From an optimization exercise on the open Yosys and OpenROAD flow, aimed at small area and a short achievable clock period; shortcuts taken in it are not production practice.
RTL that was checked went through simulation tests only; none was proved equivalent to the original.
No functional check of the RTL was part of run 1.
No activity file was given, so power comes from the tool's default toggle rates.

==> flow/design.v <==
package fpu_pkg;
	typedef struct packed {
		logic                  sign;
		logic [8-1:0] exp;
		logic [23-1:0] man;    
	} fpu_float_t;
	typedef struct packed {
		logic [5:0] op1;    
		logic [4:0] fmt;    
		logic [5:0] op2;    
	} fpu_instr_t;
	typedef enum logic [2:0] {
		OP_ADD,
		OP_SUB,
		OP_ABS,
		OP_NEG,
		OP_FTOI,
		OP_ITOF,
		OP_INVALID
	} fpu_op_t;
	typedef struct packed {
		logic [32-1:0] value;
		logic [4-1:0]  exc;    
	} fpu_res_t;
endpackage
`timescale 1ns/1ps
`default_nettype none
module fpu_lzc #(
	parameter int LOG = 6
) (
	input  logic [(1<<LOG)-1:0] value,
	output logic [LOG-1:0]      count
);
	localparam int N = 1 << LOG;
	logic [N-1:0]   v [LOG+1];
	logic [LOG-1:0] c [LOG+1][N];
	genvar l, j;
	generate
		for (j = 0; j < N; j++) begin : g_leaf
			assign v[0][j] = value[N-1-j];
			assign c[0][j] = '0;
		end
		for (l = 1; l <= LOG; l++) begin : g_lvl
			for (j = 0; j < (N >> l); j++) begin : g_node
				assign v[l][j] = v[l-1][2*j] | v[l-1][2*j+1];
				if (l == 1) begin : g_first
					assign c[l][j] = LOG'(~v[0][2*j]);
				end else begin : g_rest
					assign c[l][j] = v[l-1][2*j] ? LOG'(c[l-1][2*j][l-2:0])
					                             : LOG'({1'b1, c[l-1][2*j+1][l-2:0]});
				end
			end
			for (j = (N >> l); j < N; j++) begin : g_pad
				assign v[l][j] = 1'b0;
				assign c[l][j] = '0;
			end
		end
	endgenerate
	assign count = c[LOG][0];
endmodule
`default_nettype wire
`default_nettype none
module fpu_pfx_add #(
	parameter int W = 32
) (
	input  logic [W-1:0] x,
	input  logic [W-1:0] y,
	input  logic         cin,
	output logic [W:0]   s
);
	localparam int N = W + 1;
	localparam int L = $clog2(N);
	logic [N-1:0] g [L+1];
	logic [N-1:0] p [L+1];
	always_comb begin
		g[0] = {x & y, cin};
		p[0] = {x ^ y, 1'b0};
		for (int l = 0; l < L; l++) begin
			for (int i = 0; i < N; i++) begin
				if (((i >> l) & 1) != 0) begin
					g[l+1][i] = g[l][i] | (p[l][i] & g[l][((i >> l) << l) - 1]);
					p[l+1][i] = p[l][i] & p[l][((i >> l) << l) - 1];
				end else begin
					g[l+1][i] = g[l][i];
					p[l+1][i] = p[l][i];
				end
			end
		end
	end
	assign s = {1'b0, x ^ y} ^ g[L];
endmodule
`default_nettype wire
`timescale 1ns/1ps
`default_nettype none
module fpu_addsub (
	input  fpu_pkg::fpu_instr_t        instr,
	input  fpu_pkg::fpu_float_t        a,
	input  fpu_pkg::fpu_float_t        b,
	output logic [34:0]                s,           
	output logic [8-1:0]      e_w,         
	output logic                       sign,        
	output logic                       float_sel,   
	output logic                       addsub,
	output logic                       eff_sub,     
	output logic                       spec,        
	output logic                       qnan,        
	output logic                       ftoi_ovf,
	output logic                       ftoi_nan,
	output logic                       invalid
);
	localparam int EW = 8;
	localparam int MW = 23;
	wire cop1   = (instr.op1 == 6'b010001);
	wire fmt_s  = (instr.fmt == 5'b10000);
	wire op_as  = cop1 && fmt_s && (instr.op2[5:1] == 5'd0);
	wire op_abs = cop1 && fmt_s && (instr.op2 == 6'b000101);
	wire op_neg = cop1 && fmt_s && (instr.op2 == 6'b000111);
	wire op_f2i = cop1 && (instr.fmt == 5'b00000) && (instr.op2 == 6'b000000);
	wire op_i2f = cop1 && (instr.fmt == 5'b00100) && (instr.op2 == 6'b000000);
	wire a_ez   = (a.exp == '0);
	wire b_ez   = (b.exp == '0);
	wire a_spec = &a.exp;
	wire b_spec = &b.exp;
	wire a_nan  = a_spec && (a.man != '0);
	wire b_nan  = b_spec && (b.man != '0);
	wire [MW:0]   a_m = {!a_ez, a.man};
	wire [MW:0]   b_m = {!b_ez, b.man};
	wire [EW-1:0] a_e = {a.exp[EW-1:1], a.exp[0] | a_ez};
	wire [EW-1:0] b_e = {b.exp[EW-1:1], b.exp[0] | b_ez};
	wire b_sign = b.sign ^ instr.op2[0];
	wire es     = a.sign ^ b_sign;
	logic [24:0] mge_s;
	fpu_pfx_add #(.W(24)) u_cmp (
		.x  (a_m),
		.y  (~b_m),
		.cin(1'b1),
		.s  (mge_s)
	);
	wire sp     = a_spec || b_spec;
	wire f_big  = (a.exp > 8'd158) || ((a.exp == 8'd158) && !(a.sign && (a.man == '0)));
	wire f_ok   = !f_big;
	wire [EW:0]   d_ab = {1'b0, a_e} - {1'b0, b_e};
	wire [EW-1:0] d_ba = b_e - a_e;
	wire [EW-1:0] d_f  = 8'd158 - a_e;
	wire [EW-1:0] d    = op_f2i ? d_f : d_ab[EW] ? d_ba : d_ab[EW-1:0];
	wire          a_ge = !d_ab[EW] && ((d_ab[EW-1:0] != '0) || mge_s[24]);
	wire w_a    = a_ge && !b_nan;    
	wire sel_lb = op_as && !sp && w_a;
	wire sel_la = (op_as && !sp && !w_a) || (op_f2i && f_ok);
	wire [MW:0] m_l = sel_lb ? b_m : (sel_la ? a_m : '0);
	wire [32:0] f = (d[7:6] != 2'b00) ? 33'd0 : ({m_l, 9'b0} >> d[5:0]);
	logic [MW:0] m_or;
	logic        st;
	always_comb begin
		m_or[0] = m_l[0];
		for (int i = 1; i <= MW; i++)
			m_or[i] = m_or[i-1] | m_l[i];
		st = 1'b0;
		for (int i = 10; i < 34; i++)
			if (d == EW'(i))
				st = m_or[i-10];
		if (d >= 8'd34)
			st = m_or[MW];
	end
	wire [MW:0]  m_w = w_a ? a_m : b_m;
	wire [31:0]  x1n = {op_neg & ~a.sign, a.exp, a.man};
	wire [33:0]  x   = (op_abs | op_neg) ? {x1n, 2'b00} :
	                   op_as ? {m_w, 10'b0} : 34'd0;
	wire [33:0]  y   = {f, st} | (op_i2f ? {b, 2'b00} : 34'd0);
	wire sub = (op_as && !sp && es) || (op_f2i && a.sign) || (op_i2f && b.sign);
	wire [33:0] yx  = {y[33:1] ^ {33{sub}}, op_f2i | (y[0] ^ sub)};
	wire        y34 = sub && !op_i2f;
	wire        cin = sub || op_f2i;
	logic [35:0] s_full;
	fpu_pfx_add #(.W(35)) u_add (
		.x  ({1'b0, x}),
		.y  ({y34, yx}),
		.cin(cin),
		.s  (s_full)
	);
	assign s = s_full[34:0];
	assign e_w       = op_as ? (w_a ? a_e : b_e) : 8'd158;
	assign float_sel = op_as | op_i2f;
	assign addsub    = op_as;
	assign eff_sub   = op_as & es;
	assign spec      = op_as & sp;
	wire w_sign  = a_ge ? a.sign : b_sign;
	wire sp_sign = (a_spec && !b_spec) ? a.sign :
	               (!a_spec && b_spec) ? b_sign :
	               b_nan ? b.sign :
	               a_nan ? a.sign :
	               (es | a.sign);
	assign sign = op_as ? (sp ? sp_sign : w_sign) : b.sign;
	assign qnan = a_nan | b_nan | (a_spec & b_spec & es);
	assign ftoi_nan = op_f2i & a_nan;
	assign ftoi_ovf = op_f2i & !a_nan & f_big;
	assign invalid  = !(op_as | op_abs | op_neg | op_f2i | op_i2f);
endmodule
`default_nettype wire
`timescale 1ns/1ps
`default_nettype none
module fpu_convert (
	input  logic [34:0]           s,
	input  logic [8-1:0] e_w,
	input  logic                  sign,
	input  logic                  float_sel,
	input  logic                  addsub,
	input  logic                  eff_sub,
	input  logic                  spec,
	input  logic                  qnan,
	input  logic                  ftoi_ovf,
	input  logic                  ftoi_nan,
	input  logic                  invalid,
	output fpu_pkg::fpu_res_t     result
);
	localparam int EW = 8;
	localparam int MW = 23;
	logic [34:0] mark;
	always_comb begin
		for (int i = 0; i < 35; i++)
			mark[i] = (e_w == EW'(34 - i));
	end
	logic [5:0] lz;
	fpu_lzc #(
		.LOG(6)
	) u_lzc (
		.value({s | mark, 1'b1, 28'd0}),
		.count(lz)
	);
	wire [34:0]   n    = s << lz;
	wire [MW:0]   m    = n[34:11];
	wire          g    = n[10];
	wire          st   = |n[9:0];
	wire          rnd  = g & (m[0] | st);
	logic [MW+1:0] m_r;
	fpu_pfx_add #(.W(MW+1)) u_rnd (
		.x  (m),
		.y  ('0),
		.cin(rnd),
		.s  (m_r)
	);
	wire [EW:0]   e0   = {1'b0, e_w} + 9'd1 - {3'b0, lz};
	wire [EW:0]   e_r  = e0 + {8'd0, m_r[MW+1]};
	wire          hid  = m_r[MW+1] | m_r[MW];
	wire          ovf  = (e_r >= 9'd255);
	wire          zero = (s == '0);
	wire          sgn  = sign & !(eff_sub & zero);
	logic [31:0] f_val;
	always_comb begin
		if (ovf)
			f_val = {sgn, 8'hff, spec ? {m_r[MW-1] | qnan, m_r[MW-2:0]} : 23'd0};
		else
			f_val = {sgn, hid ? e_r[EW-1:0] : 8'd0, m_r[MW-1:0]};
	end
	assign result.value = float_sel ? f_val : s[33:2];
	assign result.exc   = {invalid, 1'b0, ftoi_nan, ftoi_ovf | (addsub & !spec & ovf)};
endmodule
`default_nettype wire
`timescale 1ns/1ps
`default_nettype none
module fpu_issue (
	input  logic                  clk,
	input  logic                  arst_n,
	input  logic                  issue,
	input  logic [34:0]           s_d,
	input  logic [8-1:0] e_d,
	input  logic [8:0]            f_d,
	output logic [34:0]           s_q,
	output logic [8-1:0] e_q,
	output logic [8:0]            f_q,
	output logic                  done
);
	always_ff @(posedge clk) begin
		s_q <= s_d;
		e_q <= e_d;
		f_q <= f_d;
	end
	always_ff @(posedge clk or negedge arst_n) begin
		if (!arst_n)
			done <= 1'b0;
		else
			done <= issue;
	end
endmodule
`default_nettype wire
`timescale 1ns/1ps
`default_nettype none
module fpu_top (
	input  logic                   clk,
	input  logic                   arst_n,
	input  logic                   issue,
	input  fpu_pkg::fpu_instr_t    instr,
	input  logic [32-1:0] x1,
	input  logic [32-1:0] x2,
	output fpu_pkg::fpu_res_t      result,
	output logic                   done
);
	logic [34:0]           s_d, s_q;
	logic [8-1:0] e_d, e_q;
	logic [8:0]            f_d, f_q;
	fpu_addsub u_addsub (
		.instr    (instr),
		.a        (x1),
		.b        (x2),
		.s        (s_d),
		.e_w      (e_d),
		.sign     (f_d[0]),
		.float_sel(f_d[1]),
		.addsub   (f_d[2]),
		.eff_sub  (f_d[3]),
		.spec     (f_d[4]),
		.qnan     (f_d[5]),
		.ftoi_ovf (f_d[6]),
		.ftoi_nan (f_d[7]),
		.invalid  (f_d[8])
	);
	fpu_issue u_issue (
		.clk   (clk),
		.arst_n(arst_n),
		.issue (issue),
		.s_d   (s_d),
		.e_d   (e_d),
		.f_d   (f_d),
		.s_q   (s_q),
		.e_q   (e_q),
		.f_q   (f_q),
		.done  (done)
	);
	fpu_convert u_convert (
		.s        (s_q),
		.e_w      (e_q),
		.sign     (f_q[0]),
		.float_sel(f_q[1]),
		.addsub   (f_q[2]),
		.eff_sub  (f_q[3]),
		.spec     (f_q[4]),
		.qnan     (f_q[5]),
		.ftoi_ovf (f_q[6]),
		.ftoi_nan (f_q[7]),
		.invalid  (f_q[8]),
		.result   (result)
	);
endmodule
`default_nettype wire
==> flow/flow/run.sh <==
#!/bin/bash
# The standard layout (standard.sh, standard synthesis unchanged) with two changes to how
# the layout is optimised: the port buffers are a stronger buffer cell, and the resizer's
# repair_timing aims for extra setup slack so it works on the critical paths even though
# the 19 ns clock is met anyway. Each tool's output goes to the ORFS logs; make's output to
# standard.log.
set -e
bash standard.sh finish "BUFFER_PORTS_ARGS=-buffer_cell sky130_fd_sc_hd__buf_2" > standard.log 2>&1
==> flow/standard.sh <==
#!/bin/bash
# synth_recipe.tcl (not shown) runs the flow's synth.tcl, then flattens the netlist and writes it again
# the make line also repeats each setting of config.mk as NAME=value (left out here)
make -C /OpenROAD-flow-scripts/flow DESIGN_CONFIG=/design/flow/config.mk WORK_HOME=/design/flow/orfs CLKGATE_MAP_FILE= SYNTH_SCRIPT=/design/flow/synth_recipe.tcl "${@:-finish}"
==> flow/config.mk <==
export PLATFORM = sky130hd
export DESIGN_NAME = fpu_top
export DESIGN_NICKNAME = fpu_top
export VERILOG_FILES = /design/flow/design.v
export SDC_FILE = /design/flow/constraint.sdc
export NUM_CORES = 4
export LEC_CHECK = 0
export ABC_AREA = 1
export CAP_MARGIN = 50
export CORE_MARGIN = 2
export CORE_UTILIZATION = 50
export PLACE_DENSITY = 0.65
export SLEW_MARGIN = 70
==> flow/constraint.sdc <==
create_clock -name core_clock -period 19.0 [get_ports {clk}]
set_input_delay 3.8000 -clock core_clock [delete_from_list [all_inputs] [get_ports {clk}]]
set_output_delay 3.8000 -clock core_clock [all_outputs]
set_load 0.01 [all_outputs]
==> results.py, run 1 <==
metrics = {
    "power": {
        "power.leakage_nw": 7.158,
        "ir_drop_uv": 139.1,
        "power_density_mw_per_mm2": 150.6,
    },
    "floorplanning": {
        "die_area_mm2": 0.02584,
        "die_w_um": 160.7,
        "ioPinCount": 121,
        "initial_core_util_pct": 50.66,
        "dieHeight_um": 160.7,
        "num_rows": 57,
        "core_mm2": 0.02425,
    },
    "yosys": {
        "yosysUniqueCellTypes": 69,
        "syn-cell-area_mm2": 0.01228,
        "synth.avg_cell_area_um2": 5.506,
        "synth_seq_cells": 53,
        "yosysTopAreaCellShare_pct": 19.28,
        "synth_xor_area_share_pct": 4.420,
        "syn_nets": 2415,
        "synth_area_leaders": "nand2_1 (19%), ha_1 (9.4%), inv_1 (9.4%)",
        "synth_compound_area_share_pct": 21.43,
        "synthSimpleGateAreaFrac_pct": 40.84,
        "synth.area.mux_share_pct": 0.3259,
        "synthCells": 2231,
        "synth_edf_count": 0,
        "synth_ff_type": "dfxtp_1",
        "ys_warn_count": 12,
        "synth_top_family_by_area": "simple AND/OR/NAND/NOR gates",
        "synth_top_cell_by_area": "nand2_1",
        "async_flop_share_pct": 1.887,
        "synth_seq_area_share_pct": 8.678,
        "synth_fa_ha_area_share_pct": 10.67,
    },
    "clock_tree": {
        "path_clk_slew_ns": 0.07,
        "tritoncts": "yes",
        "cts_resized": 0,
        "cts_buffer_depth": 2,
        "clock-sinks": 53,
        "numCtsBuffers": 5,
        "ctsHoldBuffers": 0,
        "cts_setup_buffers": 0,
        "htreeDepth": 2,
        "ctsRootBufferMaster": "clkbuf_16",
    },
    "worst_setup_path": {
        "cp-end-kind": "output pin",
        "cp_slowest_stage_delay_ns": 0.38,
        "startpoint_type": "flop",
        "worstPathRequired_ns": 15.20,
        "critical_path.max_fanout": 19,
        "critPathArrivalTime_ns": 8.46,
        "crit_top_cell": "nand2_1",
        "slowest_stage": "nand3_2",
        "worstSetupPathType": "reg -> out",
    },
    "drt": {
        "routed_via_density": 5.890,
        "drt_iter0_drc": 1679,
        "wl_per_cell_um": 18.38,
        "dr.pass1.iters": 8,
        "vias": 15420,
        "wirelength_um": 48120,
        "post-route-drc-count": 0,
        "drtAntennaViolNets": 0,
    },
    "timing": {
        "rsz0062_at_grt": "no",
        "hold_viol_final": 0,
        "drv_slew": 0,
        "fmax_mhz": 81.57,
        "setup_ws_ns": 6.740,
        "setup_violations": 0,
        "final.setup.tns_ns": 0,
        "period_needed_ns": 12.26,
        "post-route-period-util_pct": 64.52,
    },
    "global_route": {
        "antenna_found_initial": 0,
        "grt_pass1_wl_um": 73980,
        "overflow": 0,
        "grt_pass1_vias": 13960,
        "grt_max_degree": 40,
        "gr-usage-all-layers_pct": 35.88,
    },
    "hold_path": {
        "hold_path_class": "in -> async",
    },
    "cells_and_area": {
        "multi_input_area_mm2": 0.009679,
        "instances_no_fill": 2618,
        "layout-drive-gt1-share_pct": 11.20,
        "antenna_cells_inserted": 0,
        "area_growth_pct": 8.648,
        "regArea_mm2": 0.001066,
        "nets": 2477,
        "fillerInstances": 2595,
    },
    "place": {
        "hpwlAfterDp_um": 39680,
        "gp_congestion": 1.046,
        "placedCellCount": 2609,
        "io_buffers": 119,
        "place_ws_ns": 7.209,
    },
    "run": {
        "max_cap_viol_count": 0,
    },
    "status": {
        "outcome": "no timing/DRC/antenna violations",
    },
}
final timing paths:
| check | startpoint | end | slack (ns) | cells after the start |
|---|---|---|---|---|
| max in group asynchronous | arst_n | u_issue.done | 15.66 | 1 |
| max | u_issue.e_q[6] | result[4] | 6.74 | 50 |
| min in group core_clock | issue | u_issue.done | 3.60 | 1 |
| min | arst_n | u_issue.done | 3.26 | 1 |
per-layer routing:
layer	GRT usage, %	share of wire (%)	vias up
met5	0	0	-
met4	19.16	5.7	0
met3	2.557	8.0	177
met2	60.93	46	819
met1	45.53	41	6913
li1	-	-	7511
cell families after synthesis:
logic type | after synthesis
AO/OA/AOI/OAI | 465
buffers and inverters | 411
other | 1
XOR/XNOR | 62
multiplexers | 4
AND/OR/NAND/NOR | 1135
flip-flops | 53
adder cells (fa/ha/maj) | 100
flip-flops by register name, indices dropped and copies added (netlist names):
register and cells:
u_issue.done 1, u_issue.e_q 8, u_issue.s_q 35, u_issue.f_q 9
stage by stage:
stage / hold slack (ns) / util (%) / total power (W) / cell area (µm²)
2_1_floorplan: 3.504 / - / 0.001414 / 12280
3_3_place_gp: 3.574 / 53.32 / 0.001785 / 12930
3_5_place_dp: 3.576 / 54.20 / 0.001859 / 13140
4_1_cts: 3.252 / 54.83 / 0.001959 / 13300
5_1_grt: 3.248 / 55.04 / 0.002186 / 13350
6_report: 3.260 / 55.04 / 0.002010 / 13350
worst max-delay path, delay by kind of cell (launching register included):
kind            cells  cell delay (ns)
simple gates       33             4.97
buf+inv             8             1.07
fa+ha+maj           4             1.05
compound gates      4             0.54
flops               1             0.36
xor+xnor            1             0.16
layout by cell type, fill, tap and decap left out, types with 53 or more instances in the layout:
master and instances:
a21oi_1 107, nand4_1 58, ha_1 92, inv_1 297
xor2_1 53, buf_2 119, nand2_1 627, nor2_1 183
nand3_1 159, o21ai_0 162, o21ai_1 65
cell type report:
cell class	count	area share, %
clock buffer	5	0.9375
clock inverter	3	0.2156
inverter	331	9.497
multi-input combinational	1767	72.52
sequential	53	7.987
tap	324	3.037
timing repair buffer	135	5.803
cells in the mapped netlist, drive strengths merged (6+ instances only):
library cell / number
a21oi: 110
a22oi: 20
a31oi: 8
buf: 41
clkbuf: 39
dfxtp: 52
fa: 8
ha: 92
inv: 326
nand2: 644
nand3: 168
nand4: 62
nor2: 206
nor3: 30
nor4: 9
o211ai: 17
o21ai: 230
o221ai: 7
o22ai: 45
or2: 6
xnor2: 9
xor2: 53
where the power goes:
group	switching (W)	internal [W]	total (W)
clock network	0.0000399	0.0000504	0.0000902
registers	0.00000622	0.000118	0.000125
logic	0.00127	0.000527	0.00179
==> run 2: changes to the inputs <==
--- a/flow/design.v
+++ b/flow/design.v
@@ -192,5 +192,5 @@
 	               (es | a.sign);
 	assign sign = op_as ? (sp ? sp_sign : w_sign) : b.sign;
-	assign qnan = a_nan | b_nan | (a_spec & b_spec & es);
+	assign qnan = op_as & (a_nan | b_nan | (a_spec & b_spec & es));
 	assign ftoi_nan = op_f2i & a_nan;
 	assign ftoi_ovf = op_f2i & !a_nan & f_big;
@@ -241,16 +241,15 @@
 	);
 	wire [EW:0]   e0   = {1'b0, e_w} + 9'd1 - {3'b0, lz};
-	wire [EW:0]   e_r  = e0 + {8'd0, m_r[MW+1]};
+	wire [EW:0]   e1   = e0 + 9'd1;
+	wire          cy   = m_r[MW+1];
+	wire [EW-1:0] e_r  = cy ? e1[EW-1:0] : e0[EW-1:0];
+	wire          big  = e0[EW] | (&e0[EW-1:0]);
+	wire          ovf  = big | (cy & (e0 == 9'd254));
 	wire          hid  = m_r[MW+1] | m_r[MW];
-	wire          ovf  = (e_r >= 9'd255);
 	wire          zero = (s == '0);
 	wire          sgn  = sign & !(eff_sub & zero);
-	logic [31:0] f_val;
-	always_comb begin
-		if (ovf)
-			f_val = {sgn, 8'hff, spec ? {m_r[MW-1] | qnan, m_r[MW-2:0]} : 23'd0};
-		else
-			f_val = {sgn, hid ? e_r[EW-1:0] : 8'd0, m_r[MW-1:0]};
-	end
+	wire [EW-1:0] f_exp = big ? 8'hff : (hid ? e_r : 8'd0);
+	wire [MW-1:0] f_man = (big & !spec) ? 23'd0 : {m_r[MW-1] | qnan, m_r[MW-2:0]};
+	wire [31:0]   f_val = {sgn, f_exp, f_man};
 	assign result.value = float_sel ? f_val : s[33:2];
 	assign result.exc   = {invalid, 1'b0, ftoi_nan, ftoi_ovf | (addsub & !spec & ovf)};
--- a/flow/flow/run.sh
+++ b/flow/flow/run.sh
@@ -6,3 +6,3 @@
 # standard.log.
 set -e
-bash standard.sh finish "BUFFER_PORTS_ARGS=-buffer_cell sky130_fd_sc_hd__buf_2" > standard.log 2>&1
+bash standard.sh finish SETUP_SLACK_MARGIN=7 "BUFFER_PORTS_ARGS=-buffer_cell sky130_fd_sc_hd__buf_2" > standard.log 2>&1
==> results.py, run 2 <==
metrics = {
    "yosys": {
        "synth_ff_type": "dfxtp_1",
        "synth_fa_ha_area_share_pct": 10.57,
        "synth_edf_count": 0,
        "ys_warn_count": 12,
        "syn-cell-area_mm2": 0.01257,
        "syn_nets": 2455,
        "synth_compound_area_share_pct": 24.23,
        "synth_xor_area_share_pct": 5.295,
        "synth_seq_cells": 53,
        "synth.area.mux_share_pct": 0.2389,
        "synthSimpleGateAreaFrac_pct": 37.74,
        "yosys-top-cells-count": "nand2_1 (666), inv_1 (287), nor2_1 (177)",
        "synthCells": 2269,
        "synth.avg_cell_area_um2": 5.541,
        "synth_top_cell_by_area": "nand2_1",
        "yosysTopAreaCellShare_pct": 19.88,
        "synth_area_leaders": "nand2_1 (20%), ha_1 (9.5%), inv_1 (8.6%)",
        "async_flop_share_pct": 1.887,
        "yosysUniqueCellTypes": 67,
        "synth_top_family_by_area": "simple AND/OR/NAND/NOR gates",
        "synth_seq_area_share_pct": 8.479,
        "synthMostInstantiatedCell": "nand2_1",
    },
    "global_route": {
        "gr-usage-all-layers_pct": 35.30,
        "grt_max_degree": 70,
        "overflow": 0,
        "grt_pass1_wl_um": 74170,
        "antenna_found_initial": 0,
        "grt_pass1_vias": 14080,
    },
    "worst_setup_path": {
        "critPathArrivalTime_ns": 11.34,
        "worstPathRequired_ns": 19.18,
        "slowest_stage": "fa_1",
        "cp-end-kind": "flop",
        "crit_top_cell": "nand2_1",
        "startpoint_type": "input pin",
        "cp_slowest_stage_delay_ns": 0.39,
        "worstSetupPathType": "in -> reg",
        "critical_path.max_fanout": 61,
    },
    "status": {
        "outcome": "no timing/DRC/antenna violations",
    },
    "cells_and_area": {
        "final_cell_area_mm2": 0.01362,
        "layout_common_cells": "nand2_1 (661), inv_1 (281), nor2_1 (173)",
        "antenna_cells_inserted": 0,
        "fillerInstances": 2789,
        "nets": 2514,
        "largest_reg_flops": 35,
        "reg_top3": "u_issue.s_q: 35 flops, u_issue.f_q: 9 flops, u_issue.e_q: 8 flops",
        "area_growth_pct": 8.300,
        "largest_register": "u_issue.s_q",
        "layout_commonest_cell": "nand2_1",
        "layout-drive-gt1-share_pct": 12.45,
    },
    "drt": {
        "wirelength_um": 47900,
        "vias": 15360,
        "dr.pass1.iters": 6,
        "routed_via_density": 5.778,
        "drt_iter0_drc": 1387,
        "wl_met2_um": 22760,
        "highest-signal-layer": "met4",
        "wl_met3_um": 3240,
        "drtAntennaViolNets": 0,
        "wl_met1_um": 19550,
        "post-route-drc-count": 0,
        "wl_per_cell_um": 18.02,
    },
    "timing": {
        "whs_ns": 3.258,
        "period_needed_ns": 11.16,
        "hold_viol_final": 0,
        "setup_violations": 0,
        "final.setup.tns_ns": 0,
        "rsz0062_at_grt": "no",
        "post-route-period-util_pct": 58.73,
        "drv_slew": 0,
        "fmax_mhz": 89.62,
    },
    "power": {
        "sw_frac_of_total_pct": 63.47,
        "comb_power_share_pct": 88.5,
        "power.leakage_nw": 7.183,
        "power_frac_seq_pct": 6.6,
        "power_density_mw_per_mm2": 137.4,
        "pwr-share-clk_pct": 4.9,
        "p_int_w": 0.0006834,
        "ir_drop_uv": 174.8,
        "p_sw_w": 0.001187,
    },
    "clock_tree": {
        "path_clk_slew_ns": 0.07,
        "cts_resized": 0,
        "numCtsBuffers": 5,
        "tritoncts": "yes",
        "cts_setup_buffers": 0,
        "htreeDepth": 2,
        "ctsHoldBuffers": 0,
        "ctsRootBufferMaster": "clkbuf_16",
        "cts_buffer_depth": 2,
        "clock-sinks": 53,
    },
    "floorplanning": {
        "initial_core_util_pct": 50.36,
        "num_rows": 58,
        "dieHeight_um": 162.6,
        "die_area_mm2": 0.02643,
        "ioPinCount": 121,
        "core_mm2": 0.02496,
        "die_w_um": 162.6,
    },
    "place": {
        "hpwlAfterDp_um": 40130,
        "placed_area_mm2": 0.01337,
        "io_buffers": 119,
        "gp_congestion": 1.049,
    },
    "hold_path": {
        "hold_path_class": "in -> async",
    },
    "run": {
        "max_cap_viol_count": 0,
    },
}
run 2: cell count changes in the layout (fill, tap and decap cells not counted), sizes merged, moves of 4 or more:
| cell | delta |
|---|---|
| nor2 | -17 |
| nand3 | -45 |
| a22oi | +4 |
| nor3 | -8 |
| a21oi | +19 |
| buf | +4 |
| nand2 | +35 |
| xor2 | +7 |
| xnor2 | +7 |
| nand4 | -11 |
| o21ai | +27 |
run 2: power groups by stage:
stage | sequential, W | clock, W | combinational, W
after global routing | 0.000124 | 0.0000981 | 0.00184
final | 0.000124 | 0.0000923 | 0.00165
after CTS | 0.000123 | 0.0000953 | 0.00160
after floorplan | 0.000123 | 0 | 0.00127
after detailed placement | 0.000126 | 0 | 0.00159
after global placement | 0.000126 | 0 | 0.00157
run 2: worst max path at each step:
stage               cells past startpoint  slack, ns    from         endpoint
floorplan                              51       9.32  x1[25]  u_issue.s_q[32]
global placement                       54       7.75  x1[25]  u_issue.s_q[32]
detailed placement                     52       7.67  x1[25]  u_issue.s_q[32]
CTS                                    52       7.97  x1[25]  u_issue.s_q[32]
global route                           52       7.16  x1[25]  u_issue.s_q[32]
finish                                 52       7.84  x1[25]  u_issue.s_q[32]
run 2: per-stage QoR:
stage / instances / setup slack [ns] / util [%] / power, W
2_1_floorplan: 2269 / 9.320 / - / 0.001390
5_1_grt: 2659 / 7.160 / 54.54 / 0.002058
3_5_place_dp: 2647 / 7.666 / 53.57 / 0.001718
6_report: 2659 / 7.842 / 54.54 / 0.001871
3_3_place_gp: 2645 / 7.754 / 53.07 / 0.001693
4_1_cts: 2655 / 7.966 / 54.19 / 0.001817
run 2: routing by layer:
layer / track usage, % / vias up
li1: - / 7603
met1: 43.23 / 6966
met2: 62.51 / 656
met3: 2.954 / 138
met4: 16.77 / 0
met5: 0 / -
run 2: worst max-delay path: cells and delay by family:
family | cells | cell delay (ns)
simple gates | 40 | 4.75
buf+inv | 6 | 1.19
fa+ha+maj | 4 | 1.23
compound gates | 1 | 0.13
xor+xnor | 1 | 0.18
run 2: final cells by class:
| type | instances | area (µm²) | area share [%] |
|---|---|---|---|
| clock buffer | 5 | 125.1 | 0.9189 |
| clock inverter | 3 | 28.78 | 0.2114 |
| inverter | 331 | 1256 | 9.226 |
| multi-input combinational | 1798 | 9957 | 73.13 |
| sequential | 53 | 1066 | 7.829 |
| tap | 330 | 412.9 | 3.033 |
| timing repair buffer | 139 | 769.5 | 5.652 |
run 2: kinds of logic after synthesis:
family                     after synthesis
muxes                                    3
adders and majority gates              102
DFF                                     53
other                                    1
AOI/OAI and AO/OA                      518
xor gates and xnor gates                76
and+or+nand+nor                       1098
buffers and inverters                  418
==> run 3: changes to the inputs <==
--- a/flow/flow/run.sh
+++ b/flow/flow/run.sh
@@ -6,3 +6,3 @@
 # standard.log.
 set -e
-bash standard.sh finish SETUP_SLACK_MARGIN=7 "BUFFER_PORTS_ARGS=-buffer_cell sky130_fd_sc_hd__buf_2" > standard.log 2>&1
+bash standard.sh finish SETUP_SLACK_MARGIN=8 "BUFFER_PORTS_ARGS=-buffer_cell sky130_fd_sc_hd__buf_2" > standard.log 2>&1
==> results.py, run 3 <==
metrics = {
    "yosys": {
        "syn-cell-area_mm2": 0.01257,
        "syn_nets": 2455,
        "yosysUniqueCellTypes": 67,
        "ys_warn_count": 12,
        "synth_edf_count": 0,
        "synth_area_leaders": "nand2_1 (20%), ha_1 (9.5%), inv_1 (8.6%)",
        "synth.avg_cell_area_um2": 5.541,
        "synth_ff_type": "dfxtp_1",
        "synthCells": 2269,
        "yosysTopAreaCellShare_pct": 19.88,
        "synth_seq_cells": 53,
        "async_flop_share_pct": 1.887,
        "synth_seq_area_share_pct": 8.479,
        "synth_top_cell_by_area": "nand2_1",
        "yosys-top-cells-count": "nand2_1 (666), inv_1 (287), nor2_1 (177)",
        "synthMostInstantiatedCell": "nand2_1",
    },
    "floorplanning": {
        "ioPinCount": 121,
        "num_rows": 58,
        "initial_core_util_pct": 50.36,
        "die_area_mm2": 0.02643,
        "dieHeight_um": 162.6,
        "core_mm2": 0.02496,
        "die_w_um": 162.6,
    },
    "drt": {
        "drtAntennaViolNets": 0,
        "routed_via_density": 5.774,
        "post-route-drc-count": 0,
        "wirelength_um": 48360,
        "wl_per_cell_um": 18.13,
        "dr.pass1.iters": 6,
        "vias": 15400,
        "drt_iter0_drc": 1369,
    },
    "cells_and_area": {
        "layout-drive-gt1-share_pct": 13.05,
        "layout_common_cells": "nand2_1 (660), inv_1 (279), nor2_1 (170)",
        "largest_register": "u_issue.s_q",
        "layout_commonest_cell": "nand2_1",
        "nets": 2522,
        "fillerInstances": 2775,
        "area_growth_pct": 9.216,
        "utilization_pct": 55.00,
        "reg_top3": "u_issue.s_q: 35 flops, u_issue.f_q: 9 flops, u_issue.e_q: 8 flops",
        "final_cell_area_mm2": 0.01373,
        "largest_reg_flops": 35,
        "antenna_cells_inserted": 0,
    },
    "place": {
        "gp_congestion": 1.049,
        "placed_area_mm2": 0.01337,
        "io_buffers": 119,
        "hpwlAfterDp_um": 40130,
    },
    "timing": {
        "timing.slew.headroom_pct": 56.05,
        "hold_viol_final": 0,
        "drv_slew": 0,
        "fmax_mhz": 94.29,
        "period_needed_ns": 10.61,
        "tightest_slew_ns": 0.6568,
        "post-route-period-util_pct": 55.82,
        "final.setup.tns_ns": 0,
        "setup_violations": 0,
        "whs_ns": 3.257,
        "rsz0062_at_grt": "yes",
    },
    "worst_setup_path": {
        "worstSetupPathType": "in -> reg",
        "crit_family": "simple AND/OR/NAND/NOR gates",
        "crit_top_cell": "nand2_1",
        "cp-end-kind": "flop",
        "critical_path.max_fanout": 31,
        "slowest_stage": "a21oi_1",
        "startpoint_type": "input pin",
        "critPathBufInv": 5,
        "critPathArrivalTime_ns": 10.79,
        "worstPathRequired_ns": 19.18,
        "cp_slowest_stage_delay_ns": 0.41,
    },
    "clock_tree": {
        "path_clk_slew_ns": 0.07,
        "cts_buffer_depth": 2,
        "ctsRootBufferMaster": "clkbuf_16",
        "numCtsBuffers": 5,
        "clock-sinks": 53,
        "htreeDepth": 2,
        "tritoncts": "yes",
    },
    "status": {
        "outcome": "no timing/DRC/antenna violations",
    },
    "global_route": {
        "gr-usage-met2_pct": 62.51,
        "use_met3_pct": 2.954,
        "busiest_layer": "met2",
        "grt_use_met1_pct": 43.23,
        "overflow": 0,
        "gr-usage-all-layers_pct": 35.30,
        "antenna_found_initial": 0,
        "grt_max_degree": 70,
        "grt_pass1_vias": 14080,
        "grt_pass1_wl_um": 74170,
    },
    "power": {
        "ir_drop_uv": 174.7,
        "sw_frac_of_total_pct": 63.45,
        "comb_power_share_pct": 88.5,
        "p_sw_w": 0.001191,
        "power_density_mw_per_mm2": 136.7,
        "pwr-share-clk_pct": 4.9,
        "p_int_w": 0.0006861,
        "power.leakage_nw": 7.226,
        "power_frac_seq_pct": 6.6,
    },
    "run": {
        "max_cap_viol_count": 0,
    },
    "hold_path": {
        "hold_path_class": "in -> async",
    },
}
[run 3: cell count changes in the layout (fill, tap and decap cells not counted), moves of 2 or more]
cell | previous run | this run
clkinvlp_4 | 0 | 2
nor2_1 | 173 | 170
nor2_2 | 11 | 14
inv_1 | 281 | 279
buf_4 | 12 | 18
[run 3: worst paths after layout]
path                       cells after the start  slack [ns]    from         endpoint
setup / recovery                              48        8.39  x1[25]  u_issue.s_q[32]
hold / removal                                 1        3.26  arst_n     u_issue.done
max in group asynchronous                      1       15.66  arst_n     u_issue.done
min in group core_clock                        1        3.60   issue     u_issue.done
[run 3: metal layers]
layer	share of wire, %	wire length (µm)
met3	6.5	3123
met1	41	19770
met5	0	0
met4	5.1	2489
met2	48	22980
[run 3: metrics by stage]
step           power, W  cells  setup WS, ns
3_5_place_dp   0.001718   2647         7.666
6_report       0.001877   2667         8.395
3_3_place_gp   0.001693   2645         7.754
5_1_grt        0.002063   2667         7.908
2_1_floorplan  0.001390   2269         9.320
4_1_cts        0.001817   2655         8.024
[run 3: cell families (layout without fill, tap and decap cells)]
logic type | after synthesis | after routing | synth area share (%)
AND/OR/NAND/NOR | 1098 | 1099 | 37.74
AO/OA/AOI/OAI | 518 | 518 | 24.23
buffers and inverters | 418 | 485 | 13.42
adder cells (fa/ha/maj) | 102 | 102 | 10.57
XOR/XNOR | 76 | 76 | 5.295
flip-flops | 53 | 53 | 8.479
multiplexers | 3 | 3 | 0.2389
other | 1 | 1 | 0.02983
[run 3: what timing repair did]
action                                  in CTS  in global routing
setup buffers                                0                  6
gates resized for setup                      1                 10
hold buffers                                 0                  0
gates cloned                                 0                  2
endpoints found under the setup margin       1                 34
pin swaps                                    0                  4
[run 3: power groups by stage]
stage | combinational, W | sequential [W] | clock, W
finish | 0.00166 | 0.000124 | 0.0000924
global route | 0.00184 | 0.000124 | 0.0000981
CTS | 0.00160 | 0.000123 | 0.0000953
detailed placement | 0.00159 | 0.000126 | 0
global placement | 0.00157 | 0.000126 | 0
floorplan | 0.00127 | 0.000123 | 0
[run 3: final cells by class]
class                   count  area, µm²  share of cell area (%)
multi-input cells        1799       9985                   72.72
inverters                 331       1265                   9.213
clock buffers               5      125.1                  0.9112
well taps                 330      412.9                   3.007
repair buffers            146      848.3                   6.178
flip-flops and latches     53       1066                   7.764
clock inverters             3      28.78                  0.2096
==> run 4: changes to the inputs <==
==> flow/flow/run.sh (replaced) <==
#!/bin/bash
# Layout flow: the standard layout (standard.sh, with its standard synthesis unchanged)
# with two changes to how the layout is optimised, none to the constraints:
#  - every port still gets a buffer, but a sky130_fd_sc_hd__buf_2 rather than the default
#    cell buffer_ports picks;
#  - the resizer's repair_timing aims for 8 ns of setup slack, so it works on the
#    critical paths although the 19 ns clock is met anyway.
# make's output goes to standard.log; each ORFS step's tool log is copied to tool_logs/.
set -e
bash standard.sh finish SETUP_SLACK_MARGIN=8 "BUFFER_PORTS_ARGS=-buffer_cell sky130_fd_sc_hd__buf_2" > standard.log 2>&1
mkdir -p tool_logs
cp orfs/logs/*/*/*/*.log tool_logs/ 2>/dev/null || true
--- a/flow/config.mk
+++ b/flow/config.mk
@@ -12,2 +12,3 @@
 export PLACE_DENSITY = 0.65
 export SLEW_MARGIN = 70
+export TNS_END_PERCENT = 10
==> results.py, run 4 <==
metrics = {
    "timing": {
        "rsz0062_at_grt": "yes",
        "hold_viol_final": 0,
        "tightest_slew_ns": 0.6568,
        "timing.slew.headroom_pct": 56.05,
        "period_needed_ns": 10.61,
        "final.setup.tns_ns": 0,
        "post-route-period-util_pct": 55.82,
        "drv_slew": 0,
        "setup_violations": 0,
        "fmax_mhz": 94.29,
        "setup_ws_ns": 8.395,
    },
    "status": {
        "outcome": "no timing/DRC/antenna violations",
    },
    "yosys": {
        "synth_edf_count": 0,
        "yosys-top-cells-count": "nand2_1 (666), inv_1 (287), nor2_1 (177)",
        "synthCells": 2269,
        "async_flop_share_pct": 1.887,
        "synth_area_leaders": "nand2_1 (20%), ha_1 (9.5%), inv_1 (8.6%)",
        "synth_seq_area_share_pct": 8.479,
        "yosysTopAreaCellShare_pct": 19.88,
        "synth_top_cell_by_area": "nand2_1",
        "syn_nets": 2455,
        "synthMostInstantiatedCell": "nand2_1",
        "synth.avg_cell_area_um2": 5.541,
        "ys_warn_count": 12,
        "syn-cell-area_mm2": 0.01257,
        "synth_ff_type": "dfxtp_1",
        "yosysUniqueCellTypes": 67,
        "synth_seq_cells": 53,
    },
    "worst_setup_path": {
        "critPathArrivalTime_ns": 10.79,
        "slowest_stage": "a21oi_1",
        "crit_top_cell": "nand2_1",
        "cp_slowest_stage_delay_ns": 0.41,
        "critPathBufInv": 5,
        "critical_path.max_fanout": 31,
        "worstSetupPathType": "in -> reg",
        "worstPathRequired_ns": 19.18,
        "crit_family": "simple AND/OR/NAND/NOR gates",
        "startpoint_type": "input pin",
        "cp-end-kind": "flop",
    },
    "place": {
        "hpwlAfterDp_um": 40130,
        "place_ws_ns": 7.666,
        "io_buffers": 119,
        "gp_congestion": 1.049,
    },
    "floorplanning": {
        "dieHeight_um": 162.6,
        "ioPinCount": 121,
        "die_area_mm2": 0.02643,
        "die_w_um": 162.6,
        "num_rows": 58,
        "initial_core_util_pct": 50.36,
        "core_mm2": 0.02496,
    },
    "cells_and_area": {
        "largest_reg_flops": 35,
        "regArea_mm2": 0.001066,
        "reg_top3": "u_issue.s_q: 35 flops, u_issue.f_q: 9 flops, u_issue.e_q: 8 flops",
        "antenna_cells_inserted": 0,
        "fillerInstances": 2775,
        "nets": 2522,
        "layout-drive-gt1-share_pct": 13.05,
        "layout_common_cells": "nand2_1 (660), inv_1 (279), nor2_1 (170)",
        "area_growth_pct": 9.216,
        "multi_input_area_mm2": 0.009985,
        "layout_commonest_cell": "nand2_1",
        "largest_register": "u_issue.s_q",
    },
    "drt": {
        "wirelength_um": 48360,
        "routed_via_density": 5.774,
        "vias": 15400,
        "post-route-drc-count": 0,
        "drt_iter0_drc": 1369,
        "dr.pass1.iters": 6,
        "wl_per_cell_um": 18.13,
        "drtAntennaViolNets": 0,
    },
    "power": {
        "sw_frac_of_total_pct": 63.45,
        "power_frac_seq_pct": 6.6,
        "ir_drop_uv": 174.7,
        "p_int_w": 0.0006861,
        "power.leakage_nw": 7.226,
        "p_sw_w": 0.001191,
        "comb_power_share_pct": 88.5,
        "pwr-share-clk_pct": 4.9,
        "power_density_mw_per_mm2": 136.7,
    },
    "clock_tree": {
        "ctsRootBufferMaster": "clkbuf_16",
        "ctsHoldBuffers": 0,
        "path_clk_slew_ns": 0.07,
        "numCtsBuffers": 5,
        "clock-sinks": 53,
        "htreeDepth": 2,
        "cts_buffer_depth": 2,
        "tritoncts": "yes",
    },
    "global_route": {
        "grt_pass1_wl_um": 74170,
        "grt_max_degree": 70,
        "grt_pass1_vias": 14080,
        "antenna_found_initial": 0,
        "overflow": 0,
        "gr-usage-all-layers_pct": 35.30,
    },
    "hold_path": {
        "hold_path_class": "in -> async",
    },
    "run": {
        "max_cap_viol_count": 0,
    },
}
run 4: cell type report:
| cell class | instances | share of cell area, % |
|---|---|---|
| clock inverter | 3 | 0.2096 |
| clock buffer | 5 | 0.9112 |
| timing repair buffer | 146 | 6.178 |
| inverter | 331 | 9.213 |
| sequential | 53 | 7.764 |
| tap | 330 | 3.007 |
| multi-input combinational | 1799 | 72.72 |
run 4: per-stage QoR:
| stage | area, µm² | hold WS [ns] | total power (W) | util [%] | instances |
|---|---|---|---|---|---|
| 4_1_cts | 13530 | 3.250 | 0.001817 | 54.21 | 2655 |
| 2_1_floorplan | 12570 | 3.504 | 0.001390 | - | 2269 |
| 3_3_place_gp | 13250 | 3.574 | 0.001693 | 53.07 | 2645 |
| 6_report | 13730 | 3.257 | 0.001877 | 55.00 | 2667 |
| 5_1_grt | 13730 | 3.250 | 0.002063 | 55.00 | 2667 |
| 3_5_place_dp | 13370 | 3.576 | 0.001718 | 53.57 | 2647 |
run 4: logic make-up after synthesis:
| kind of cell | Yosys count | share of synthesized area, % |
|---|---|---|
| other | 1 | 0.02983 |
| flip-flops | 53 | 8.479 |
| AO/OA/AOI/OAI | 518 | 24.23 |
| XOR/XNOR | 76 | 5.295 |
| buffers and inverters | 418 | 13.42 |
| multiplexers | 3 | 0.2389 |
| AND/OR/NAND/NOR | 1098 | 37.74 |
| adder cells (fa/ha/maj) | 102 | 10.57 |
run 4: power by group through the flow:
stage / clock [W] / combinational (W) / sequential, W
2_1_floorplan: 0 / 0.00127 / 0.000123
3_3_place_gp: 0 / 0.00157 / 0.000126
3_5_place_dp: 0 / 0.00159 / 0.000126
4_1_cts: 0.0000953 / 0.00160 / 0.000123
5_1_grt: 0.0000981 / 0.00184 / 0.000124
6_report: 0.0000924 / 0.00166 / 0.000124
run 4: timing repair:
item / in CTS / in global routing
gates resized for setup: 1 / 10
pin swaps: 0 / 4
setup endpoints to repair: 1 / 34
cloned: 0 / 2
buffers inserted: 0 / 6
run 4: path summary, 6_finish.rpt:
kind	start	end	slack (ns)	depth (start not counted)
max	x1[25]	u_issue.s_q[32]	8.39	48
min	arst_n	u_issue.done	3.26	1
max in group asynchronous	arst_n	u_issue.done	15.66	1
min in group core_clock	issue	u_issue.done	3.60	1
run 4: routing by layer:
layer / global-route usage [%] / vias up / wire (µm)
met5: 0 / - / 0
met4: 16.77 / 0 / 2489
met3: 2.954 / 138 / 3123
met2: 62.51 / 665 / 22980
met1: 43.23 / 6956 / 19770
li1: - / 7639 / -
==> run 5: changes to the inputs <==
--- a/flow/config.mk
+++ b/flow/config.mk
@@ -9,6 +9,5 @@
 export CAP_MARGIN = 50
 export CORE_MARGIN = 2
-export CORE_UTILIZATION = 50
-export PLACE_DENSITY = 0.65
+export CORE_UTILIZATION = 65
+export PLACE_DENSITY = 0.75
 export SLEW_MARGIN = 70
-export TNS_END_PERCENT = 10
==> results.py, run 5 <==
metrics = {
    "floorplanning": {
        "ioPinCount": 121,
        "initial_core_util_pct": 66.76,
        "die_area_mm2": 0.02047,
        "num_rows": 50,
        "core_mm2": 0.01883,
        "die_w_um": 143.1,
        "dieHeight_um": 143.1,
    },
    "drt": {
        "drt_iter0_drc": 2080,
        "wirelength_um": 46810,
        "drtAntennaViolNets": 0,
        "post-route-drc-count": 0,
        "vias": 16130,
        "routed_via_density": 6.203,
        "wl_per_cell_um": 18.00,
        "dr.pass1.iters": 7,
    },
    "cells_and_area": {
        "reg_top3": "u_issue.s_q: 35 flops, u_issue.f_q: 9 flops, u_issue.e_q: 8 flops",
        "layout_common_cells": "nand2_1 (659), inv_1 (280), nor2_1 (171)",
        "layout-drive-gt1-share_pct": 13.42,
        "area_growth_pct": 9.265,
        "final_cell_area_mm2": 0.01374,
        "nets": 2525,
        "antenna_cells_inserted": 0,
        "largest_register": "u_issue.s_q",
        "largest_reg_flops": 35,
        "layout_commonest_cell": "nand2_1",
    },
    "worst_setup_path": {
        "cp_slowest_stage_delay_ns": 0.54,
        "worstPathRequired_ns": 19.19,
        "critical_path.max_fanout": 38,
        "cp-end-kind": "flop",
        "slowest_stage": "fa_2",
        "critPathArrivalTime_ns": 10.70,
        "startpoint_type": "input pin",
        "worstSetupPathType": "in -> reg",
    },
    "power": {
        "ir_drop_uv": 130.6,
        "total_power_w": 0.001867,
        "power.leakage_nw": 7.275,
        "power_density_mw_per_mm2": 135.9,
    },
    "global_route": {
        "grt_pass1_wl_um": 71700,
        "gr-usage-all-layers_pct": 43.76,
        "grt_pass1_vias": 14530,
        "grt_max_degree": 70,
        "antenna_found_initial": 0,
        "overflow": 0,
    },
    "clock_tree": {
        "ctsRootBufferMaster": "clkbuf_16",
        "cts_buffer_depth": 2,
        "path_clk_slew_ns": 0.07,
        "htreeDepth": 2,
        "numCtsBuffers": 5,
        "clock-sinks": 53,
        "ctsHoldBuffers": 0,
        "tritoncts": "yes",
    },
    "place": {
        "placed_area_mm2": 0.01331,
        "place_ws_ns": 7.685,
        "hpwlAfterDp_um": 37400,
        "io_buffers": 119,
        "gp_congestion": 1.109,
    },
    "yosys": {
        "synth_area_leaders": "nand2_1 (20%), ha_1 (9.5%), inv_1 (8.6%)",
        "syn_nets": 2455,
        "synth.avg_cell_area_um2": 5.541,
        "synth_seq_cells": 53,
        "synth_ff_type": "dfxtp_1",
        "ys_warn_count": 12,
        "synth_top_cell_by_area": "nand2_1",
        "yosysTopAreaCellShare_pct": 19.88,
        "synth_edf_count": 0,
        "syn-cell-area_mm2": 0.01257,
        "yosysUniqueCellTypes": 67,
        "async_flop_share_pct": 1.887,
        "synth_seq_area_share_pct": 8.479,
        "synthMostInstantiatedCell": "nand2_1",
        "synthCells": 2269,
        "yosys-top-cells-count": "nand2_1 (666), inv_1 (287), nor2_1 (177)",
    },
    "timing": {
        "setup_violations": 0,
        "hold_viol_final": 0,
        "whs_ns": 3.254,
        "setup_ws_ns": 8.492,
        "period_needed_ns": 10.51,
        "post-route-period-util_pct": 55.30,
        "fmax_mhz": 95.17,
        "final.setup.tns_ns": 0,
        "drv_slew": 0,
        "rsz0062_at_grt": "no",
    },
    "hold_path": {
        "hold_path_class": "in -> async",
    },
    "status": {
        "outcome": "no timing/DRC/antenna violations",
    },
    "run": {
        "max_cap_viol_count": 0,
    },
}
[run 5: cell counts after synthesis]
Identical to the previous run, type by type.
[run 5: kinds of logic (layout without fill, tap and decap cells)]
family | Yosys count | after routing | share of synthesized area (%)
flip-flops | 53 | 53 | 8.479
multiplexers | 3 | 3 | 0.2389
adder cells (fa/ha/maj) | 102 | 102 | 10.57
other | 1 | 1 | 0.02983
AND/OR/NAND/NOR | 1098 | 1098 | 37.74
AO/OA/AOI/OAI | 518 | 518 | 24.23
buffers and inverters | 418 | 489 | 13.42
XOR/XNOR | 76 | 76 | 5.295
[run 5: metrics by stage]
stage                     cells  utilization [%]
after floorplan            2269                -
after global placement     2573            69.81
after detailed placement   2578            70.68
after CTS                  2586            71.52
after global routing       2600            72.95
final                      2600            72.95
[run 5: worst max-delay path, delay by kind of cell]
kind / cells / cell delay [ns]
XOR/XNOR: 1 / 0.17
AO/OA/AOI/OAI: 2 / 0.59
buffers and inverters: 4 / 0.94
adder cells (fa/ha/maj): 4 / 1.38
AND/OR/NAND/NOR: 33 / 3.76
[run 5: area by class of cell]
cell class              count  area (µm²)
well taps                 260       325.3
inverters                 331        1265
repair buffers            150       877.1
clock inverters             3       28.78
fillers                  1708        5094
clock buffers               5       125.1
flip-flops and latches     53        1066
multi-input cells        1798       10050
[run 5: report_power, final]
part	internal [W]	switching, W	leakage [nW]	total [W]
clock	0.0000504	0.0000418	0.0763	0.0000922
sequential	0.000117	0.00000645	0.432	0.000124
combinational	0.000513	0.00114	6.77	0.00165
[run 5: what timing repair did]
item / CTS / global route
endpoints found under the setup margin: 1 / 32
pin swaps: 0 / 8
buffers inserted: 0 / 10
gates resized for setup: 1 / 15
gates cloned: 0 / 2
[run 5: worst max path at each step]
| stage | start | endpoint | slack, ns | cells past startpoint |
|---|---|---|---|---|
| floorplan | x1[25] | u_issue.s_q[32] | 9.32 | 51 |
| global placement | x1[25] | u_issue.s_q[32] | 7.87 | 52 |
| detailed placement | x1[25] | u_issue.s_q[32] | 7.69 | 52 |
| CTS | x1[25] | u_issue.s_q[32] | 8.04 | 52 |
| global route | x1[25] | u_issue.s_q[32] | 7.90 | 50 |
| finish | x1[25] | u_issue.s_q[32] | 8.49 | 44 |
[run 5: metal layers]
layer / part of all wire, % / track usage [%]
met5: 0 / 0
met4: 7.7 / 29.91
met3: 10 / 5.869
met2: 45 / 73.84
met1: 37 / 51.43
==> run 6: changes to the inputs <==
--- a/flow/config.mk
+++ b/flow/config.mk
@@ -7,7 +7,7 @@
 export LEC_CHECK = 0
 export ABC_AREA = 1
-export CAP_MARGIN = 50
+export CAP_MARGIN = 20
 export CORE_MARGIN = 2
-export CORE_UTILIZATION = 65
-export PLACE_DENSITY = 0.75
-export SLEW_MARGIN = 70
+export CORE_UTILIZATION = 50
+export PLACE_DENSITY = 0.65
+export SLEW_MARGIN = 20
==> results.py, run 6 <==
metrics = {
    "worst_setup_path": {
        "crit_top_cell": "nand2_1",
        "critical_path.max_fanout": 38,
        "worstPathRequired_ns": 19.18,
        "startpoint_type": "input pin",
        "worstSetupPathType": "in -> reg",
        "slowest_stage": "fa_1",
        "critPathArrivalTime_ns": 10.69,
        "cp-end-kind": "flop",
        "cp_slowest_stage_delay_ns": 0.40,
    },
    "yosys": {
        "synth_seq_area_share_pct": 8.479,
        "syn-cell-area_mm2": 0.01257,
        "synth_seq_cells": 53,
        "async_flop_share_pct": 1.887,
        "yosysTopAreaCellShare_pct": 19.88,
        "synth_area_leaders": "nand2_1 (20%), ha_1 (9.5%), inv_1 (8.6%)",
        "synthMostInstantiatedCell": "nand2_1",
        "synth_edf_count": 0,
        "synth_top_cell_by_area": "nand2_1",
        "yosysUniqueCellTypes": 67,
        "synth.avg_cell_area_um2": 5.541,
        "synthCells": 2269,
        "ys_warn_count": 12,
        "yosys-top-cells-count": "nand2_1 (666), inv_1 (287), nor2_1 (177)",
        "synth_ff_type": "dfxtp_1",
        "syn_nets": 2455,
    },
    "cells_and_area": {
        "fillerInstances": 2765,
        "largest_reg_flops": 35,
        "layout_commonest_cell": "nand2_1",
        "layout_common_cells": "nand2_1 (661), inv_1 (282), nor2_1 (171)",
        "area_growth_pct": 9.186,
        "reg_top3": "u_issue.s_q: 35 flops, u_issue.f_q: 9 flops, u_issue.e_q: 8 flops",
        "utilization_pct": 54.99,
        "antenna_cells_inserted": 0,
        "nets": 2531,
        "largest_register": "u_issue.s_q",
        "layout-drive-gt1-share_pct": 12.75,
    },
    "drt": {
        "routed_via_density": 5.805,
        "drtAntennaViolNets": 0,
        "post-route-drc-count": 0,
        "wl_per_cell_um": 18.26,
        "wirelength_um": 48870,
        "vias": 15530,
        "drt_iter0_drc": 1561,
        "dr.pass1.iters": 6,
    },
    "power": {
        "ir_drop_uv": 171.4,
        "power_frac_seq_pct": 6.7,
        "total_power_w": 0.001844,
        "comb_power_share_pct": 88.3,
        "p_sw_w": 0.001177,
        "power_density_mw_per_mm2": 134.3,
        "p_int_w": 0.0006673,
        "power.leakage_nw": 7.256,
        "pwr-share-clk_pct": 5.0,
        "sw_frac_of_total_pct": 63.81,
    },
    "floorplanning": {
        "ioPinCount": 121,
        "num_rows": 58,
        "initial_core_util_pct": 50.36,
        "dieHeight_um": 162.6,
        "die_area_mm2": 0.02643,
        "die_w_um": 162.6,
        "core_mm2": 0.02496,
    },
    "timing": {
        "setup_violations": 0,
        "hold_viol_final": 0,
        "tightest_slew_ns": 1.128,
        "rsz0062_at_grt": "yes",
        "timing.slew.headroom_pct": 24.58,
        "drv_slew": 0,
        "fmax_mhz": 95.11,
        "post-route-period-util_pct": 55.34,
        "period_needed_ns": 10.51,
        "final.setup.tns_ns": 0,
    },
    "place": {
        "io_buffers": 119,
        "hpwlAfterDp_um": 40010,
        "gp_congestion": 1.049,
    },
    "clock_tree": {
        "ctsHoldBuffers": 0,
        "ctsRootBufferMaster": "clkbuf_16",
        "path_clk_slew_ns": 0.07,
        "numCtsBuffers": 5,
        "cts_buffer_depth": 2,
        "clock-sinks": 53,
        "tritoncts": "yes",
        "htreeDepth": 2,
    },
    "global_route": {
        "overflow": 0,
        "grt_max_degree": 70,
        "grt_pass1_vias": 13910,
        "grt_pass1_wl_um": 73710,
        "antenna_found_initial": 0,
        "gr-usage-all-layers_pct": 35.16,
    },
    "status": {
        "outcome": "no timing/DRC/antenna violations",
    },
    "hold_path": {
        "hold_path_class": "in -> async",
    },
    "run": {
        "max_cap_viol_count": 0,
    },
}
-- run 6: cell counts after synthesis --
No cell type changed its count.
-- run 6: critical path: cells and delay by family --
kind / cells / cell delay, ns
buf+inv: 7 / 1.08
xor+xnor: 2 / 0.36
fa+ha+maj: 4 / 1.32
simple gates: 24 / 2.62
compound gates: 7 / 1.46
-- run 6: final timing paths --
kind | cells after the start | start | slack (ns) | endpoint
min in group core_clock | 1 | issue | 3.61 | u_issue.done
max | 44 | x1[26] | 8.49 | u_issue.s_q[32]
min | 1 | arst_n | 3.26 | u_issue.done
max in group asynchronous | 1 | arst_n | 15.65 | u_issue.done
-- run 6: power by group through the flow --
stage | Sequential (W) | Combinational, W | Clock (W)
global placement | 0.000126 | 0.00157 | 0
finish | 0.000124 | 0.00163 | 0.0000915
floorplan | 0.000123 | 0.00127 | 0
detailed placement | 0.000126 | 0.00157 | 0
global route | 0.000124 | 0.00181 | 0.0000969
CTS | 0.000123 | 0.00158 | 0.0000941
-- run 6: repair_timing --
action	in CTS	in global routing
endpoints found under the setup margin	4	63
setup buffers	0	19
pin swaps	0	7
gates cloned	0	4
gates resized for setup	2	29
-- run 6: layout make-up --
| class | instances | area, µm² | share of cell area, % |
|---|---|---|---|
| Inverter | 331 | 1267 | 9.233 |
| Clock buffer | 5 | 125.1 | 0.9115 |
| Sequential cell | 53 | 1066 | 7.766 |
| Timing Repair inverter | 1 | 5.005 | 0.03646 |
| Multi-Input combinational cell | 1799 | 9908 | 72.18 |
| Tap cell | 330 | 412.9 | 3.008 |
| Timing Repair Buffer | 154 | 913.4 | 6.654 |
| Clock inverter | 3 | 28.78 | 0.2096 |
-- run 6: cell families after synthesis --
logic type / count (synthesis) / share of synthesized area, %
buf+inv: 418 / 13.42
fa+ha+maj: 102 / 10.57
other cells: 1 / 0.02983
simple gates: 1098 / 37.74
flops: 53 / 8.479
mux: 3 / 0.2389
xor+xnor: 76 / 5.295
compound gates: 518 / 24.23
-- run 6: layer usage --
metal	GRT usage [%]	share of wire, %	vias up
met5	0	0	-
met4	15.41	5.1	0
met3	2.088	6.9	147
met2	62.80	47	689
met1	43.62	41	7048
li1	-	-	7649
-- run 6: stage by stage --
step	instance area [µm²]	instances	worst slack (ns)	hold WS, ns
floorplan	12570	2269	9.320	3.504
detailed placement	13250	2645	7.553	3.576
finish	13730	2676	8.486	3.264
global placement	13250	2645	7.754	3.574
CTS	13410	2653	8.026	3.255
global route	13730	2676	7.923	3.254
==> run 7: changes to the inputs <==
--- a/flow/config.mk
+++ b/flow/config.mk
@@ -7,7 +7,7 @@
 export LEC_CHECK = 0
 export ABC_AREA = 1
-export CAP_MARGIN = 20
+export CAP_MARGIN = 50
 export CORE_MARGIN = 2
 export CORE_UTILIZATION = 50
 export PLACE_DENSITY = 0.65
-export SLEW_MARGIN = 20
+export SLEW_MARGIN = 70
==> results.py, run 7 <==
metrics = {
    "hold_path": {
        "hold_path_class": "in -> async",
    },
    "worst_setup_path": {
        "critPathArrivalTime_ns": 10.79,
        "startpoint_type": "input pin",
        "crit_top_cell": "nand2_1",
        "cp_slowest_stage_delay_ns": 0.41,
        "crit_start": "x1[25]",
        "worstSetupPathType": "in -> reg",
        "worstPathRequired_ns": 19.18,
        "slowest_stage": "a21oi_1",
        "cp-end-kind": "flop",
        "cp-endpoint": "u_issue.s_q[32]",
        "critical_path.max_fanout": 31,
    },
    "yosys": {
        "async_flop_share_pct": 1.887,
        "yosysUniqueCellTypes": 67,
        "synth_seq_area_share_pct": 8.479,
        "synthMostInstantiatedCell": "nand2_1",
        "synth_ff_type": "dfxtp_1",
        "synth_seq_cells": 53,
        "synth.avg_cell_area_um2": 5.541,
        "synth_edf_count": 0,
        "synth_top_cell_by_area": "nand2_1",
        "syn-cell-area_mm2": 0.01257,
        "synthCells": 2269,
        "yosys-top-cells-count": "nand2_1 (666), inv_1 (287), nor2_1 (177)",
        "synth_area_leaders": "nand2_1 (20%), ha_1 (9.5%), inv_1 (8.6%)",
        "yosysTopAreaCellShare_pct": 19.88,
        "ys_warn_count": 12,
        "syn_nets": 2455,
    },
    "global_route": {
        "gr-usage-all-layers_pct": 35.30,
        "antenna_found_initial": 0,
        "overflow": 0,
        "grt_pass1_vias": 14080,
        "grt_max_degree": 70,
        "grt_pass1_wl_um": 74170,
    },
    "timing": {
        "whs_ns": 3.257,
        "setup_violations": 0,
        "final.setup.tns_ns": 0,
        "period_needed_ns": 10.61,
        "drv_slew": 0,
        "fmax_mhz": 94.29,
        "hold_viol_final": 0,
        "post-route-period-util_pct": 55.82,
        "tightest_slew_ns": 0.6568,
        "timing.slew.headroom_pct": 56.05,
        "rsz0062_at_grt": "yes",
    },
    "cells_and_area": {
        "layout_commonest_cell": "nand2_1",
        "area_growth_pct": 9.216,
        "reg_top3": "u_issue.s_q: 35 flops, u_issue.f_q: 9 flops, u_issue.e_q: 8 flops",
        "fillerInstances": 2775,
        "nets": 2522,
        "largest_register": "u_issue.s_q",
        "layout_common_cells": "nand2_1 (660), inv_1 (279), nor2_1 (170)",
        "largest_reg_flops": 35,
        "layout-drive-gt1-share_pct": 13.05,
        "antenna_cells_inserted": 0,
    },
    "place": {
        "gp_congestion": 1.049,
        "hpwlAfterDp_um": 40130,
        "io_buffers": 119,
    },
    "drt": {
        "drt_iter0_drc": 1369,
        "wirelength_um": 48360,
        "vias": 15400,
        "drtAntennaViolNets": 0,
        "post-route-drc-count": 0,
        "routed_via_density": 5.774,
        "dr.pass1.iters": 6,
        "wl_per_cell_um": 18.13,
    },
    "clock_tree": {
        "numCtsBuffers": 5,
        "ctsHoldBuffers": 0,
        "path_clk_slew_ns": 0.07,
        "ctsRootBufferMaster": "clkbuf_16",
        "cts_buffer_depth": 2,
        "tritoncts": "yes",
        "htreeDepth": 2,
        "clock-sinks": 53,
    },
    "power": {
        "ir_drop_uv": 174.7,
        "power.leakage_nw": 7.226,
        "power_density_mw_per_mm2": 136.7,
    },
    "floorplanning": {
        "die_area_mm2": 0.02643,
        "core_mm2": 0.02496,
        "initial_core_util_pct": 50.36,
        "die_w_um": 162.6,
        "num_rows": 58,
        "ioPinCount": 121,
        "dieHeight_um": 162.6,
    },
    "run": {
        "max_cap_viol_count": 0,
    },
    "status": {
        "outcome": "no timing/DRC/antenna violations",
    },
}
run 7: cell counts after synthesis:
Identical to the previous run, type by type.
run 7: cell families after synthesis:
logic type               share of synthesized area (%)
adder cells (fa/ha/maj)                          10.57
flip-flops                                       8.479
multiplexers                                    0.2389
buffers and inverters                            13.42
AO/OA/AOI/OAI                                    24.23
AND/OR/NAND/NOR                                  37.74
XOR/XNOR                                         5.295
other                                          0.02983
run 7: cell type report:
type | count | area (µm²) | area share [%]
multi-input combinational | 1799 | 9985 | 72.72
inverter | 331 | 1265 | 9.213
sequential | 53 | 1066 | 7.764
timing repair buffer | 146 | 848.3 | 6.178
tap | 330 | 412.9 | 3.007
clock buffer | 5 | 125.1 | 0.9112
clock inverter | 3 | 28.78 | 0.2096
run 7: worst min path at each step:
stage / from / endpoint / slack [ns] / cells past startpoint
floorplan: arst_n / u_issue.done / 3.50 / 0
global placement: arst_n / u_issue.done / 3.57 / 1
detailed placement: arst_n / u_issue.done / 3.58 / 1
CTS: arst_n / u_issue.done / 3.25 / 1
global route: arst_n / u_issue.done / 3.25 / 1
finish: arst_n / u_issue.done / 3.26 / 1
run 7: critical path, delay by kind of cell:
kind	cells	cell delay, ns
buffers and inverters	5	0.72
XOR/XNOR	1	0.18
adder cells (fa/ha/maj)	4	1.23
AO/OA/AOI/OAI	3	0.63
AND/OR/NAND/NOR	35	4.19
run 7: timing repair:
| action | in CTS | in global routing |
|---|---|---|
| endpoints found under the setup margin | 1 | 34 |
| gates cloned | 0 | 2 |
| resized for setup | 1 | 10 |
| buffers inserted | 0 | 6 |
| pin swaps | 0 | 4 |
run 7: per-layer routing:
metal	up-vias	routed length [µm]	GRT usage [%]
met3	138	3123	2.954
met5	-	0	0
met4	0	2489	16.77
met1	6956	19770	43.23
met2	665	22980	62.51
li1	7639	-	-
run 7: stage by stage:
stage	utilization [%]	area (µm²)	instances	setup WS, ns	total power [W]
after floorplan	-	12570	2269	9.320	0.001390
after global placement	53.07	13250	2645	7.754	0.001693
after detailed placement	53.57	13370	2647	7.666	0.001718
after CTS	54.21	13530	2655	8.024	0.001817
after global routing	55.00	13730	2667	7.908	0.002063
final	55.00	13730	2667	8.395	0.001877
run 7: power by group:
group	internal, W	switching (W)	leakage [nW]	total [W]
Combinational	0.000519	0.00114	6.72	0.00166
Sequential	0.000117	0.00000647	0.432	0.000124
Clock	0.0000504	0.0000419	0.0763	0.0000924
Total	0.000686	0.00119	7.23	0.00188

==> what the ideal ports hide <==
The flow's constraints put no driver on any port. The routed layouts listed below were extracted and timed again, unchanged, in two steps. Step 1 assumes that a clkbuf_16 drives the clock port and a buf_2 every other input. Step 2, shift: input delay + t, output delay - t, t = (earliest + latest rising clock arrival at the registers) / 2. This alone moves slack from input paths to output paths. Slacks: ideal / step 1 / step 2; pairs: ideal / step 1.
run	t (ns)	setup WS [ns]	hold WS [ns]	cell pins on the clock port's net
run 1	0.325	6.740 / 6.706 / 7.031	3.260 / 3.247 / 3.572	1
run 2	0.333	7.842 / 7.862 / 7.529	3.258 / 3.239 / 3.572	1
run 3	0.333	8.395 / 8.415 / 8.082	3.257 / 3.239 / 3.572	1
run 4	0.333	8.395 / 8.415 / 8.082	3.257 / 3.239 / 3.572	1
run 5	0.330	8.492 / 8.505 / 8.176	3.254 / 3.242 / 3.572	1
run 6	0.328	8.486 / 8.503 / 8.175	3.264 / 3.246 / 3.573	1
run 7	0.333	8.395 / 8.415 / 8.082	3.257 / 3.239 / 3.572	1
After both steps setup and hold are still met in every run listed. The setup slack of run 5, which loses most, moves by +0.013 ns with the drivers and by -0.316 ns with both steps.
